Source: an optimization exercise on an open RTL-to-GDS flow (aim: small area and a short achievable clock period). Production flows keep margins and buffers that such runs may drop.
In this exercise RTL edits were held to simulation tests only and were not proved equivalent to the original.
Power and IR drop assume default switching activity.

Setup of the reference run:
==> flow/design.v <==
package regfile_pkg;
  localparam int DATA_W_DEF = 32;
  localparam int ADDR_W_DEF = 5;
  function automatic int unsigned init_val(int idx, int init_ident, bit zero_reg);
    if (zero_reg && idx == 0) init_val = 0;
    else init_val = (idx < init_ident) ? idx : 0;
  endfunction
endpackage
module sb_tracker #(
  parameter int ADDR_W   = 5,
  parameter bit ZERO_REG = 1'b1
) (
  input  logic                   clk,
  input  logic                   reset,
  input  logic                   iss_en,
  input  logic [ADDR_W-1:0]      iss_addr,
  input  logic                   wr_en,
  input  logic [ADDR_W-1:0]      wr_addr,
  input  logic                   flush,
  output logic [2**ADDR_W-1:0]   pending,
  output logic [ADDR_W:0]        pend_cnt
);
  localparam int DEPTH = 2**ADDR_W;
  localparam int CW    = ADDR_W + 1;
  logic [DEPTH-1:0] pend_q, pend_d, iss_dec, wr_dec;
  logic [CW-1:0]    cnt_q, cnt_d;
  logic             inc, dec;
  logic [CW-1:0]    cnt_up, cnt_dn;
  sb_incdec #(.W(CW)) u_incdec (.a(cnt_q), .up(cnt_up), .dn(cnt_dn));
  always_comb begin
    iss_dec = '0;
    wr_dec  = '0;
    for (int i = 0; i < DEPTH; i++) begin
      if (!(ZERO_REG && i == 0)) begin
        iss_dec[i] = iss_en && (iss_addr == ADDR_W'(i));
        wr_dec[i]  = wr_en  && (wr_addr  == ADDR_W'(i));
      end
    end
    pend_d = ~{DEPTH{flush}} & (iss_dec | (pend_q & ~wr_dec));
    inc = iss_en && (iss_addr != '0) && !pend_q[iss_addr];
    dec = wr_en && (wr_addr != '0) && pend_q[wr_addr] && !(iss_en && iss_addr == wr_addr);
    if (flush)           cnt_d = '0;
    else if (inc & ~dec) cnt_d = cnt_up;
    else if (dec & ~inc) cnt_d = cnt_dn;
    else                 cnt_d = cnt_q;
  end
  always_ff @(posedge clk or negedge reset) begin
    if (!reset) begin
      pend_q <= '0;
      cnt_q  <= '0;
    end else begin
      pend_q <= pend_d;
      cnt_q  <= cnt_d;
    end
  end
  assign pending  = pend_q;
  assign pend_cnt = cnt_q;
endmodule
module sb_incdec #(
  parameter int W = 6
) (
  input  logic [W-1:0] a,
  output logic [W-1:0] up,
  output logic [W-1:0] dn
);
  assign up = a + W'(1);
  assign dn = a - W'(1);
endmodule
module rf_ao22 (input logic a1, a2, b1, b2, output logic y);
  assign y = (a1 & a2) | (b1 & b2);
endmodule
module rf_aoi222 (input logic a1, a2, b1, b2, c1, c2, output logic y);
  assign y = ~((a1 & a2) | (b1 & b2) | (c1 & c2));
endmodule
module rf_and4 (input logic a, b, c, d, output logic y);
  assign y = a & b & c & d;
endmodule
module rf_and3 (input logic a, b, c, output logic y);
  assign y = a & b & c;
endmodule
module rf_nand3 (input logic a, b, c, output logic y);
  assign y = ~(a & b & c);
endmodule
module rf_inv (input logic a, output logic y);
  assign y = ~a;
endmodule
module rf_rdbit (
  input  logic [32:0] s,
  input  logic [32:0] v,
  input  logic        x,
  output logic        y
);
  logic [10:0] t;
  logic [2:0]  u;
  logic        xn;
  for (genvar g = 0; g < 11; g++) begin : g_aoi
    rf_aoi222 u_aoi (.a1(s[3*g]), .a2(v[3*g]), .b1(s[3*g+1]), .b2(v[3*g+1]),
                     .c1(s[3*g+2]), .c2(v[3*g+2]), .y(t[g]));
  end
  rf_inv  u_xn (.a(x), .y(xn));
  rf_and4 u_n0 (.a(t[0]), .b(t[1]), .c(t[2]),  .d(t[3]), .y(u[0]));
  rf_and4 u_n1 (.a(t[4]), .b(t[5]), .c(t[6]),  .d(t[7]), .y(u[1]));
  rf_and4 u_n2 (.a(t[8]), .b(t[9]), .c(t[10]), .d(xn),   .y(u[2]));
  rf_nand3 u_o (.a(u[0]), .b(u[1]), .c(u[2]), .y(y));
endmodule
module rf_rdbit3 (
  input  logic [32:0] s,
  input  logic [32:0] v,
  output logic        y
);
  logic [10:0] t;
  logic [2:0]  u;
  for (genvar g = 0; g < 11; g++) begin : g_aoi
    rf_aoi222 u_aoi (.a1(s[3*g]), .a2(v[3*g]), .b1(s[3*g+1]), .b2(v[3*g+1]),
                     .c1(s[3*g+2]), .c2(v[3*g+2]), .y(t[g]));
  end
  rf_and4 u_n0 (.a(t[0]), .b(t[1]), .c(t[2]),  .d(t[3]), .y(u[0]));
  rf_and4 u_n1 (.a(t[4]), .b(t[5]), .c(t[6]),  .d(t[7]), .y(u[1]));
  rf_and3 u_n2 (.a(t[8]), .b(t[9]), .c(t[10]), .y(u[2]));
  rf_nand3 u_o (.a(u[0]), .b(u[1]), .c(u[2]), .y(y));
endmodule
module rf_pdec2 (input logic en, input logic [1:0] a, output logic [3:0] y);
  always_comb for (int k = 0; k < 4; k++) y[k] = en && (a == 2'(k));
endmodule
module rf_pdec3 (input logic [2:0] a, output logic [7:0] y);
  always_comb for (int m = 0; m < 8; m++) y[m] = (a == 3'(m));
endmodule
module rf_wrow (input logic lo, hi, output logic we, nwe);
  assign nwe = ~(lo & hi);
  assign we  = lo & hi;
endmodule
module rf_wdec (
  input  logic       wr_en,
  input  logic [4:0] wr_addr,
  output logic [31:0] we,
  output logic [31:0] nwe
);
  logic [3:0] lo;
  logic [7:0] hi;
  rf_pdec2 u_lo (.en(wr_en), .a(wr_addr[1:0]), .y(lo));
  rf_pdec3 u_hi (.a(wr_addr[4:2]), .y(hi));
  assign we[0]  = 1'b0;
  assign nwe[0] = 1'b1;
  for (genvar i = 1; i < 32; i++) begin : g_row
    rf_wrow u_row (.lo(lo[i % 4]), .hi(hi[i / 4]), .we(we[i]), .nwe(nwe[i]));
  end
endmodule
module rf_rdctl #(
  parameter int NUM_RD     = 4,
  parameter int INIT_IDENT = 15
) (
  input  logic [NUM_RD-1:0]    rd_en,
  input  logic [NUM_RD*5-1:0]  rd_addr,
  input  logic                 wr_en,
  input  logic [4:0]           wr_addr,
  input  logic [31:0]          vld,
  input  logic [31:0]          pending,
  input  logic [NUM_RD-1:0]    busy_q,
  output logic [NUM_RD*33-1:0] s,
  output logic [NUM_RD*4-1:0]  init,
  output logic [NUM_RD-1:0]    busy_d
);
  logic [31:0] wsel;
  always_comb begin
    wsel = '0;
    for (int i = 1; i < 32; i++) wsel[i] = wr_en && (wr_addr == 5'(i));
  end
  for (genvar p = 0; p < NUM_RD; p++) begin : g_p
    logic [4:0]  ra;
    logic        en, hit;
    logic [31:0] rsel;
    assign ra = rd_addr[5*p +: 5];
    assign en = rd_en[p];
    always_comb begin
      hit = wr_en && (wr_addr == ra) && (ra != '0);
      s[33*p]     = ~en;
      s[33*p + 1] = en & hit;
      rsel = '0;
      for (int i = 1; i < 32; i++) rsel[i] = en && (ra == 5'(i)) && !wsel[i];
      for (int i = 1; i < 32; i++) s[33*p + i + 1] = rsel[i] & vld[i];
      for (int b = 0; b < 4; b++) init[4*p + b] = 1'b0;
      for (int i = 1; i < INIT_IDENT; i++)
        for (int b = 0; b < 4; b++)
          if ((i >> b) & 1) init[4*p + b] = init[4*p + b] | (rsel[i] & ~vld[i]);
      busy_d[p] = en ? (pending[ra] & ~hit) : busy_q[p];
    end
  end
endmodule
module regfile_sb #(
  parameter int DATA_W     = regfile_pkg::DATA_W_DEF,
  parameter int ADDR_W     = regfile_pkg::ADDR_W_DEF,
  parameter int NUM_RD     = 4,
  parameter bit ZERO_REG   = 1'b1,
  parameter int INIT_IDENT = 15
) (
  input  logic                       clk,
  input  logic                       reset,
  input  logic [NUM_RD-1:0]          rd_en,
  input  logic [NUM_RD*ADDR_W-1:0]   rd_addr,
  output logic [NUM_RD*DATA_W-1:0]   rd_data,
  output logic [NUM_RD-1:0]          rd_busy,
  input  logic                       wr_en,
  input  logic [ADDR_W-1:0]          wr_addr,
  input  logic [DATA_W-1:0]          wr_data,
  input  logic                       iss_en,
  input  logic [ADDR_W-1:0]          iss_addr,
  input  logic                       flush,
  output logic [ADDR_W:0]            pend_cnt
);
  localparam int DEPTH = 32;
  logic [DEPTH-1:0][DATA_W-1:0] mem_q;
  logic [DEPTH-1:0]             vld_q;
  logic [DEPTH-1:0]             pending;
  logic [DEPTH-1:0]             we, nwe;
  rf_wdec u_wdec (.wr_en(wr_en), .wr_addr(wr_addr), .we(we), .nwe(nwe));
  for (genvar i = 1; i < DEPTH; i++) begin : g_reg
    logic [DATA_W-1:0] d;
    for (genvar b = 0; b < DATA_W; b++) begin : g_bit
      rf_ao22 u_ld (.a1(we[i]), .a2(wr_data[b]), .b1(nwe[i]), .b2(mem_q[i][b]), .y(d[b]));
    end
    always_ff @(posedge clk) mem_q[i] <= d;
  end
  assign mem_q[0] = '0;
  always_ff @(posedge clk or negedge reset) begin
    if (!reset) vld_q <= '0;
    else        vld_q <= vld_q | we;
  end
  sb_tracker #(.ADDR_W(ADDR_W), .ZERO_REG(ZERO_REG)) u_sb (
    .clk      (clk),
    .reset    (reset),
    .iss_en   (iss_en),
    .iss_addr (iss_addr),
    .wr_en    (wr_en),
    .wr_addr  (wr_addr),
    .flush    (flush),
    .pending  (pending),
    .pend_cnt (pend_cnt)
  );
  logic [NUM_RD*33-1:0] sel_all;
  logic [NUM_RD*4-1:0]  init_all;
  logic [NUM_RD-1:0]    busy_q_all, busy_d_all;
  rf_rdctl #(.NUM_RD(NUM_RD), .INIT_IDENT(INIT_IDENT)) u_rdctl (
    .rd_en(rd_en), .rd_addr(rd_addr), .wr_en(wr_en), .wr_addr(wr_addr), .vld(vld_q),
    .pending(pending), .busy_q(busy_q_all), .s(sel_all), .init(init_all), .busy_d(busy_d_all));
  for (genvar p = 0; p < NUM_RD; p++) begin : g_rd
    logic [32:0]       s;          
    logic [3:0]        init;       
    logic [DATA_W-1:0] data_q, data_d;
    logic              busy_q, busy_d;
    assign s      = sel_all[33*p +: 33];
    assign init   = init_all[4*p +: 4];
    assign busy_d = busy_d_all[p];
    assign busy_q_all[p] = busy_q;
    for (genvar b = 0; b < DATA_W; b++) begin : g_bit
      logic [32:0] v;
      assign v[0] = data_q[b];
      assign v[1] = wr_data[b];
      for (genvar i = 1; i < DEPTH; i++) begin : g_v
        assign v[i+1] = mem_q[i][b];
      end
      if (b < 4) begin : g_i
        rf_rdbit u_b (.s(s), .v(v), .x(init[b]), .y(data_d[b]));
      end else begin : g_n
        rf_rdbit3 u_b (.s(s), .v(v), .y(data_d[b]));
      end
    end
    always_ff @(posedge clk or negedge reset) begin
      if (!reset) begin
        data_q <= '0;
        busy_q <= 1'b0;
      end else begin
        data_q <= data_d;
        busy_q <= busy_d;
      end
    end
    assign rd_data[p*DATA_W +: DATA_W] = data_q;
    assign rd_busy[p]                  = busy_q;
  end
endmodule
Settings: LEC_CHECK=0, CAP_MARGIN=20, CELL_PAD_IN_SITES_DETAIL_PLACEMENT=1, CELL_PAD_IN_SITES_GLOBAL_PLACEMENT=1, CORE_MARGIN=2, CORE_UTILIZATION=30, PLACE_DENSITY=0.35, SETUP_SLACK_MARGIN=4.5, SLEW_MARGIN=20, SYNTH_HIERARCHICAL=1, TNS_END_PERCENT=0; clock period 7.5 ns.
standard.sh (not shown) runs the stock make flow with config.mk's settings and CLKGATE_MAP_FILE= SYNTH_SCRIPT=/design/flow/synth_recipe.tcl, a recipe that flattens the netlist after the stock synthesis.
==> flow/flow/run.sh <==
#!/bin/bash
# Standard ORFS layout, with smaller port buffers and a CTS with smaller clock
# buffers and no dummy loads.
set -uo pipefail
export BUFFER_PORTS_ARGS="-buffer_cell sky130_fd_sc_hd__buf_2"
export CTS_ARGS="-sink_clustering_enable -repair_clock_nets -dont_use_dummy_load -buf_list {sky130_fd_sc_hd__clkbuf_8} -root_buf sky130_fd_sc_hd__clkbuf_16 -sink_clustering_size 20 -sink_clustering_max_diameter 60"
bash standard.sh finish > flow_standard.log 2>&1
rc=$?
for f in orfs/logs/sky130hd/regfile_sb/base/*.log; do cp "$f" "log_$(basename "$f")" 2>/dev/null || true; done
exit $rc
The reference run | stages: all done | timing, DRC, antenna: all pass
Input changes introduced in the trial run (baseline for comparison: the reference run):
-- flow/design.v --
<<< the reference run, line 179
      for (int i = 1; i < 32; i++) rsel[i] = en && (ra == 5'(i)) && !wsel[i];
      for (int i = 1; i < 32; i++) s[33*p + i + 1] = rsel[i] & vld[i];
      for (int b = 0; b < 4; b++) init[4*p + b] = 1'b0;
      for (int i = 1; i < INIT_IDENT; i++)
        for (int b = 0; b < 4; b++)
          if ((i >> b) & 1) init[4*p + b] = init[4*p + b] | (rsel[i] & ~vld[i]);
      busy_d[p] = en ? (pending[ra] & ~hit) : busy_q[p];
    end
>>> the trial run, line 179
      for (int i = 1; i < 32; i++) rsel[i] = en && (ra == 5'(i)) && !wsel[i];
      for (int i = 1; i < 32; i++) s[33*p + i + 1] = rsel[i] & vld[i];
      init[4*p +: 4] = {4{en && !hit && !vld[ra] && (ra < 5'(INIT_IDENT))}} & ra[3:0];
      busy_d[p] = en ? (pending[ra] & ~hit) : busy_q[p];
    end
Results
- NOTE floorplan die area the reference run->the trial run decreased slightly
- Between the reference run and the trial run, the sequential share of layout area figures differ only marginally.
- Status: final standard cell area without fillers parity (the reference run, the trial run)
- For initial core utilization, the reference run and the trial run come out practically identical.
- Final cell count without fillers: the trial run < the reference run
- [compare] base=the reference run new=the trial run: final worst-path cycle share shrank by 1.2 points; clock group share of total power increased by 0.3 points relative to the old numbers; tap cell instance count lower.

static timing again, ports no longer ideal:
Ports are ideal in the flow. The routed layouts listed here were re-timed in OpenROAD.
Step 1 (the two cells are an assumption about what drives the block):
set clk [get_ports {clk}]
set_driving_cell -lib_cell sky130_fd_sc_hd__clkbuf_16 $clk
set_driving_cell -lib_cell sky130_fd_sc_hd__buf_2 [delete_from_list [all_inputs] $clk]
Step 2 times the ports against the registers' clock, not the clock port: input delays grow and output delays shrink by t, the midpoint of the rising clock arrivals with the driver on.
a / b / c = ideal ports / drivers / drivers and shift; a / b = the first two.
run | t (ns) | setup slack, ns | worst slew at a driven data input, ns | cell pins on the clock port's net
the reference run | 0.877 | 4.102 / 4.024 / 3.148 | 0.26 | 1
the trial run | 0.894 | 4.189 / 4.149 / 3.255 | 0.26 | 1
After both steps every run listed still meets setup and hold. For the reference run, which loses most, drivers alone change the setup slack by -0.078 ns; drivers and shift together by -0.954 ns.
